Source: an optimization exercise on an open RTL-to-GDS flow (aim: a short achievable clock period and few clock cycles). Production flows keep margins and buffers that such runs may drop.
Function was checked by simulation only, so behaviour that the tests miss may differ from the original.

==> v31: inputs <==
Design processor, start of the top module:
module processor (
    input  logic         clock,
    input  logic         reset,
    output logic [31:0]  address_imem,
    input  logic [31:0]  q_imem,
    output logic [64:0]  dmem_req,
    input  logic [31:0]  q_dmem,
    output logic [4:0]   read_reg_a,
    output logic [4:0]   read_reg_b,
    input  logic [31:0]  data_read_a,
    input  logic [31:0]  data_read_b,
    output logic [37:0]  reg_write
);
    localparam int BB = 4;
    localparam int BN = 1 << BB;
    localparam int TB = 6;
    localparam int LB = 12;
    logic [31:0] pc;             
    logic [31:0] pc_n;           
    logic [31:0] pc_i;
    logic [31:0] pc_next;
    logic [31:0] pc_inc;
    logic [31:0] link;
    logic [BN-1:0]  btb_v;
    logic [TB-1:0]  btb_tag [BN];
    logic [LB-1:0]  btb_lo  [BN];
    logic [1:0]     btb_ctr [BN];
    logic [3:0]     btb_cnt  [BN];
    logic [3:0]     btb_trip [BN];
    logic [BN-1:0]  btb_lv;
    logic [BN-1:0]  btb_pt;      
    logic [BN-1:0]  f_tag_hit;
    logic [3:0]     f_cnt, f_trip;
    logic           f_lv, f_exit;
    logic           f_hit, f_btb_taken;
    logic [1:0]     f_ctr;
    logic [LB-1:0]  f_lo;
    logic [31:0]    f_btb_tgt;
    logic [4:0]  q_op, q_rd, q_fn, q_rb;
    logic        q_alu, q_j, q_bne, q_blt, q_jal, q_jr, q_jr31, q_addi, q_sw, q_lw;
    logic        q_needs_a, q_needs_b;
    logic [31:0] q_jtarget;
    logic        d_valid;
    logic [31:0] d_insn;
    logic [31:0] d_pc, d_pc1;
    logic [31:17] d_hi_p, d_hi_m;    
    logic [4:0]  d_rb, d_rd;
    logic [4:0]  d_ra_out, d_rb_out, d_rs_n, d_rb_n;
    logic        d_writes, d_is_lw, d_is_sw, d_is_bne, d_is_blt, d_is_jr, d_is_jr31, d_is_jump;
    logic        d_uses_imm, d_is_jal, d_static_taken;
    logic        d_btb_hit, d_btb_taken;
    logic [1:0]  d_ctr;
    logic [3:0]  d_cnt, d_trip;
    logic        d_lv;
    logic [31:0] d_fol;          
    logic [31:0] d_jtarget;
  ...
==> flow/config.mk <==
export PLATFORM = sky130hd
export DESIGN_NAME = processor
export DESIGN_NICKNAME = processor
export VERILOG_FILES = /design/flow/design.v
export SDC_FILE = /design/flow/constraint.sdc
export NUM_CORES = 4
export LEC_CHECK = 0
export ABC_CLOCK_PERIOD_IN_PS = 2500
export CAP_MARGIN = 20
export CORE_MARGIN = 2
export CORE_UTILIZATION = 40
export SETUP_SLACK_MARGIN = 5
export SLEW_MARGIN = 20
==> flow/constraint.sdc <==
create_clock -name core_clock -period 8.5 [get_ports {clock}]
set_input_delay 1.7000 -clock core_clock [delete_from_list [all_inputs] [get_ports {clock}]]
set_output_delay 1.7000 -clock core_clock [all_outputs]
set_load 0.01 [all_outputs]
standard.sh (not shown) runs the stock make flow with config.mk's settings and CLKGATE_MAP_FILE= SYNTH_SCRIPT=/design/flow/synth_recipe.tcl, a recipe that flattens the netlist after the stock synthesis.
==> flow/flow/run.sh <==
#!/bin/bash
# Layout flow: the standard ORFS flow (standard.sh: its synthesis
# script, floorplan, power grid, placement, CTS and routing) with these
# changes to how the layout is optimised:
#  - cell sizing may swap cells of a different footprint, so repair can
#    replace slow port buffers and resize freely (MATCH_CELL_FOOTPRINT=0)
#  - ports are buffered with buf_4 instead of the default delay buffer
#  - some slow wide OR / AND-OR cells are added to the don't-use list, so
#    mapping builds carry chains from faster NAND/NOR/AOI gates
#  - setup repair aims for extra slack, to push the achieved period down
# The SDC, clock period, I/O delays, floorplan rules, power grid and tap
# cells are the standard ones. Each step's full output goes to a log here.
set -euo pipefail
EXTRA_DONT_USE="$(tr '\n' ' ' < flow/dont_use_extra.txt)"
make -s -C "$FLOW_HOME" DESIGN_CONFIG="$PWD/config.mk" WORK_HOME="$PWD/orfs" \
    print-DONT_USE_CELLS > dont_use_base.log 2>&1
BASE_DONT_USE="$(sed -n 's/^DONT_USE_CELLS: //p' dont_use_base.log)"
if [[ -z "$BASE_DONT_USE" ]]; then
    echo "could not read the platform's DONT_USE_CELLS" >&2
    exit 1
fi
bash standard.sh \
    MATCH_CELL_FOOTPRINT=0 \
    "BUFFER_PORTS_ARGS=-buffer_cell sky130_fd_sc_hd__buf_4" \
    "DONT_USE_CELLS=$BASE_DONT_USE $EXTRA_DONT_USE" \
    SETUP_SLACK_MARGIN=5.6 \
    finish > standard_flow.log 2>&1
==> flow/flow/dont_use_extra.txt <==
sky130_fd_sc_hd__or4_1
sky130_fd_sc_hd__or4_2
sky130_fd_sc_hd__or4_4
sky130_fd_sc_hd__or4b_1
sky130_fd_sc_hd__or4b_2
sky130_fd_sc_hd__or4b_4
sky130_fd_sc_hd__or4bb_1
sky130_fd_sc_hd__or4bb_2
sky130_fd_sc_hd__or4bb_4
sky130_fd_sc_hd__or3_1
sky130_fd_sc_hd__or3_2
sky130_fd_sc_hd__or3_4
sky130_fd_sc_hd__or3b_1
sky130_fd_sc_hd__or3b_2
sky130_fd_sc_hd__or3b_4
sky130_fd_sc_hd__a2111o_1
sky130_fd_sc_hd__a2111o_2
sky130_fd_sc_hd__a2111o_4
sky130_fd_sc_hd__o2111a_1
sky130_fd_sc_hd__o2111a_2
sky130_fd_sc_hd__o2111a_4
sky130_fd_sc_hd__a311o_1
sky130_fd_sc_hd__a311o_2
sky130_fd_sc_hd__a311o_4
sky130_fd_sc_hd__o311a_1
sky130_fd_sc_hd__o311a_2
sky130_fd_sc_hd__o311a_4
sky130_fd_sc_hd__o41a_1
sky130_fd_sc_hd__o41a_2
sky130_fd_sc_hd__o41a_4
sky130_fd_sc_hd__a41o_1
sky130_fd_sc_hd__a41o_2
sky130_fd_sc_hd__a41o_4
==> inputs of v10, as changes to v31 <==
--- a/flow/design.v
+++ b/flow/design.v
@@ -223,24 +223,24 @@
     logic [31:0] d_fol;          
     logic [31:0] d_jtarget;
     logic        d_sel_add, d_sel_sub, d_sel_and, d_sel_or, d_sel_sll, d_sel_sra;
     logic        stall_r;
     logic        e_valid;
     logic [31:0] e_a, e_b, e_bop;
-    logic        e_fwd_bl;
+    logic        e_fwd_bl, e_fwd_bm;
     logic [4:0]  e_rd;
     logic        e_writes, e_is_lw, e_is_sw, e_is_bne, e_is_blt, e_is_jr, e_is_jr31;
     logic        e_btb_hit;
     logic [1:0]  e_ctr;
     logic [3:0]  e_cnt, e_trip;
     logic        e_lv, e_back;
     logic        e_fol_tgt, e_fol_pc1, e_fol_ok;
     logic [31:0] e_fol, e_tgt, e_alt, e_pc;
     logic [4:0]  e_shamt;
     logic        e_sel_add, e_sel_sub, e_sel_and, e_sel_or, e_sel_sll, e_sel_sra, e_sel_b;
-    logic [31:0] m_res, m_res_n, m_addr, m_sd;
+    logic [31:0] m_res, m_addr, m_sd;
     logic [4:0]  m_rd;
     logic        m_writes, m_is_lw, m_store;
     logic        w_en;
     logic [4:0]  w_rd;
     logic [31:0] w_data;
     logic           u_en;
@@ -250,13 +250,12 @@
     logic [3:0]     u_cnt, u_trip;
     logic           u_lv;
     logic        stall;
     logic        d_redirect;
     logic [31:0] d_tgt;
     logic        e_redirect;
-    logic [31:0] e_redirect_pc;
     assign address_imem = pc;
     assign pc_i         = ~pc_n;
     assign pc_inc       = pc_i + 32'd1;
     assign q_op      = q_imem[31:27];
     assign q_rd      = q_imem[26:22];
     assign q_fn      = q_imem[6:2];
@@ -296,21 +295,33 @@
                 f_lo  = btb_lo[i];
             end
         end
         f_btb_taken = f_hit && !f_exit;
         f_btb_tgt   = {pc_i[31:LB], f_lo};
     end
+    logic [31:0] pc_rest;
+    always_comb begin
+        if (d_redirect)               pc_rest = d_tgt;
+        else if (stall)               pc_rest = pc_i;
+        else if (f_btb_taken)         pc_rest = f_btb_tgt;
+        else if (q_j || q_jal)        pc_rest = q_jtarget;
+        else if (q_jr31)              pc_rest = link;
+        else                          pc_rest = pc_inc;
+    end
+    logic        redir_t, redir_n, jr_miss;
+    logic [31:0] pc_if_t, pc_if_n;
+    assign redir_t = e_valid && !e_is_jr && (is_br ? !e_fol_tgt : !e_fol_ok);
+    assign redir_n = e_valid && !e_is_jr && (is_br ? !e_fol_pc1 : !e_fol_ok);
+    assign jr_miss = e_valid && e_is_jr && (op_b != e_fol);
+    assign pc_if_t = redir_t ? (is_br ? e_tgt : e_alt) : pc_rest;
+    assign pc_if_n = redir_n ? e_alt : pc_rest;
     always_comb begin
         if (reset)                    pc_next = 32'd0;
-        else if (e_redirect)          pc_next = e_redirect_pc;
-        else if (d_redirect)          pc_next = d_tgt;
-        else if (stall)               pc_next = pc_i;
-        else if (f_btb_taken)         pc_next = f_btb_tgt;
-        else if (q_j || q_jal)        pc_next = q_jtarget;
-        else if (q_jr31)              pc_next = link;
-        else                          pc_next = pc_inc;
+        else if (jr_miss)             pc_next = op_b;
+        else if (taken)               pc_next = pc_if_t;
+        else                          pc_next = pc_if_n;
     end
     always_ff @(posedge clock) begin
         pc       <= pc_next;
         pc_n     <= ~pc_next;
     end
     always_ff @(posedge clock) begin
@@ -435,13 +446,14 @@
     assign fwd_a = e_valid && e_writes && !e_is_lw && (e_rd == d_rs);
     assign fwd_b = e_valid && e_writes && !e_is_lw && (e_rd == d_rb);
     logic  fwd_bop;
     assign fwd_bop = fwd_b && !d_is_jal && !d_uses_imm;
     always_ff @(posedge clock) begin
         e_a          <= fwd_a ? alu_result : a_val;
-        e_b          <= fwd_b ? alu_result : b_val;
+        e_b          <= b_val;
+        e_fwd_bm     <= fwd_b;
         if (fwd_bop)          e_bop <= alu_result;
         else if (d_is_jal)    e_bop <= d_pc1;
         else if (d_uses_imm)  e_bop <= d_imm;
         else                  e_bop <= b_val;
         e_fwd_bl     <= e_valid && e_writes && e_is_lw && (e_rd == d_rb);
         e_rd         <= d_rd;
@@ -475,13 +487,13 @@
         e_sel_b      <= d_is_jal;
     end
     logic [31:0] op_a, op_b, op_bop;
     logic        is_br, taken, ne, gt;
     logic [32:0] gt_c;
     assign op_a   = e_a;
-    assign op_b   = e_b;
+    assign op_b   = e_bop;
     assign op_bop = e_bop;
     alu u_alu (
         .operand_a (op_a),
         .operand_b (op_bop),
         .shamt     (e_shamt),
         .sel_add   (e_sel_add),
@@ -495,19 +507,13 @@
     );
     prefix_carry u_gt (.a({~op_b[31], op_b[30:0]}), .b(~{~op_a[31], op_a[30:0]}), .cin(1'b1), .c(gt_c));
     assign ne    = (op_a != op_b);
     assign gt    = !gt_c[32];
     assign is_br = e_is_bne || e_is_blt;
     assign taken = e_is_bne ? ne : gt;
-    always_comb begin
-        if (is_br)        e_redirect = taken ? !e_fol_tgt : !e_fol_pc1;
-        else if (e_is_jr) e_redirect = (op_b != e_fol);
-        else              e_redirect = !e_fol_ok;
-        e_redirect = e_redirect && e_valid;
-    end
-    assign e_redirect_pc = e_is_jr ? op_b : ((is_br && taken) ? e_tgt : e_alt);
+    assign e_redirect = jr_miss || (taken ? redir_t : redir_n);
     always_ff @(posedge clock) begin
         if (reset) begin
             m_writes <= 1'b0;
             m_is_lw  <= 1'b0;
             m_store  <= 1'b0;
         end else begin
@@ -515,14 +521,15 @@
             m_is_lw  <= e_valid && e_is_lw;
             m_store  <= e_valid && e_is_sw;
         end
     end
     always_ff @(posedge clock) begin
         m_addr   <= alu_result;
-        m_res_n  <= ~alu_result;
-        m_sd     <= e_fwd_bl ? q_dmem : op_b;
+        if (e_fwd_bl)       m_sd <= q_dmem;
+        else if (e_fwd_bm)  m_sd <= m_res;
+        else                m_sd <= e_b;
         m_rd     <= e_rd;
     end
     always_ff @(posedge clock) begin
         if (reset) begin
             u_en <= 1'b0;
         end else begin
@@ -546,13 +553,13 @@
             u_lv   <= (e_cnt != 4'd15) && (e_cnt != 4'd0);
         end
         if (e_is_jr || !e_btb_hit)  u_ctr <= 2'b11;
         else if (taken)             u_ctr <= (e_ctr == 2'b11) ? 2'b11 : e_ctr + 2'd1;
         else                        u_ctr <= (e_ctr == 2'b00) ? 2'b00 : e_ctr - 2'd1;
     end
-    assign m_res    = ~m_res_n;
+    assign m_res    = m_addr;
     assign dmem_req = {m_addr, m_sd, m_store};
     always_ff @(posedge clock) begin
         if (reset) begin
             w_en <= 1'b0;
         end else begin
             w_en <= m_writes;
--- a/flow/flow/dont_use_extra.txt
+++ b/flow/flow/dont_use_extra.txt
@@ -28,6 +28,58 @@
 sky130_fd_sc_hd__o41a_1
 sky130_fd_sc_hd__o41a_2
 sky130_fd_sc_hd__o41a_4
 sky130_fd_sc_hd__a41o_1
 sky130_fd_sc_hd__a41o_2
 sky130_fd_sc_hd__a41o_4
+sky130_fd_sc_hd__fa_1
+sky130_fd_sc_hd__fa_2
+sky130_fd_sc_hd__fa_4
+sky130_fd_sc_hd__ha_1
+sky130_fd_sc_hd__ha_2
+sky130_fd_sc_hd__ha_4
+sky130_fd_sc_hd__a2111oi_0
+sky130_fd_sc_hd__a2111oi_1
+sky130_fd_sc_hd__a2111oi_2
+sky130_fd_sc_hd__a2111oi_4
+sky130_fd_sc_hd__o2111ai_1
+sky130_fd_sc_hd__o2111ai_2
+sky130_fd_sc_hd__o2111ai_4
+sky130_fd_sc_hd__a221o_1
+sky130_fd_sc_hd__a221o_2
+sky130_fd_sc_hd__a221o_4
+sky130_fd_sc_hd__a211o_1
+sky130_fd_sc_hd__a211o_2
+sky130_fd_sc_hd__a211o_4
+sky130_fd_sc_hd__o221a_1
+sky130_fd_sc_hd__o221a_2
+sky130_fd_sc_hd__o221a_4
+sky130_fd_sc_hd__o211a_1
+sky130_fd_sc_hd__o211a_2
+sky130_fd_sc_hd__o211a_4
+sky130_fd_sc_hd__a31o_1
+sky130_fd_sc_hd__a31o_2
+sky130_fd_sc_hd__a31o_4
+sky130_fd_sc_hd__o31a_1
+sky130_fd_sc_hd__o31a_2
+sky130_fd_sc_hd__o31a_4
+sky130_fd_sc_hd__a32o_1
+sky130_fd_sc_hd__a32o_2
+sky130_fd_sc_hd__a32o_4
+sky130_fd_sc_hd__o32a_1
+sky130_fd_sc_hd__o32a_2
+sky130_fd_sc_hd__o32a_4
+sky130_fd_sc_hd__a2bb2o_1
+sky130_fd_sc_hd__a2bb2o_2
+sky130_fd_sc_hd__a2bb2o_4
+sky130_fd_sc_hd__o2bb2a_1
+sky130_fd_sc_hd__o2bb2a_2
+sky130_fd_sc_hd__o2bb2a_4
+sky130_fd_sc_hd__o41ai_1
+sky130_fd_sc_hd__o41ai_2
+sky130_fd_sc_hd__o41ai_4
+sky130_fd_sc_hd__a41oi_1
+sky130_fd_sc_hd__a41oi_2
+sky130_fd_sc_hd__a41oi_4
+sky130_fd_sc_hd__nor4_1
+sky130_fd_sc_hd__nor4_2
+sky130_fd_sc_hd__nor4_4
--- a/flow/config.mk
+++ b/flow/config.mk
@@ -5,9 +5,9 @@
 export SDC_FILE = /design/flow/constraint.sdc
 export NUM_CORES = 4
 export LEC_CHECK = 0
 export ABC_CLOCK_PERIOD_IN_PS = 2500
 export CAP_MARGIN = 20
 export CORE_MARGIN = 2
-export CORE_UTILIZATION = 40
+export CORE_UTILIZATION = 55
 export SETUP_SLACK_MARGIN = 5
 export SLEW_MARGIN = 20
==> qor.yml <==
status: "finished clean"
die_area_um2: 105000
total_leakage_power_nw: 27.3
vias_per_cell: 6.53
holdWs_ps: 318
final-clk-cell-share: 0.0580
drtIter0Drc: 6813
yosysSeqAreaShare: 0.536
cts_buffers: 118
# the run above: v10

==> qor.yml <==
status: "finished clean"
max_slew.worst_pin.slew_ps: 1100
die_area_um2: 148000
holdWs_ps: 326
vias_per_cell: 5.91
regToRegSetupSlack_ps: 4730
final-clk-cell-share: 0.0615
dr.pass1.iters: 8
synth-adder-area-share: 0.0456
# the run above: v31

Testbench counts of v31, summed over its fixed seeds: cycles 181,048.
Testbench counts of v10, summed over its fixed seeds: cycles 181,048.

-- what the ideal ports hide --
No port has a modelled driver above. Below, the same layouts with a new extraction and two added sets of constraints.
Step 1: set_driving_cell puts a clkbuf_16 on clock and a buf_2 on each other input, an assumption about the parent block.
Step 2 moves the port delays by t, midway between the first and last clock arrival at a register: inputs arrive t later, outputs are due t later. That takes back most of the time a late clock gives input paths.
a / b / c = ideal ports / drivers / drivers and shift; a / b = the first two.
| run | t, ns | slack for setup (ns) | worst setup path after step 2 | slew at the worst register clock pin (ns) | pins driven straight from the clock port |
|---|---|---|---|---|---|
| v31 | 0.851 | 4.725 / 4.725 / 4.442 | input to register | 0.07 / 0.07 | 1 |
| v10 | 0.799 | 5.107 / 5.107 / 4.423 | input to register | 0.07 / 0.07 | 1 |
After both steps every run listed still meets setup and hold. The setup slack of v10, which loses most, moves by 0.000 ns with the drivers and by -0.684 ns with both steps.
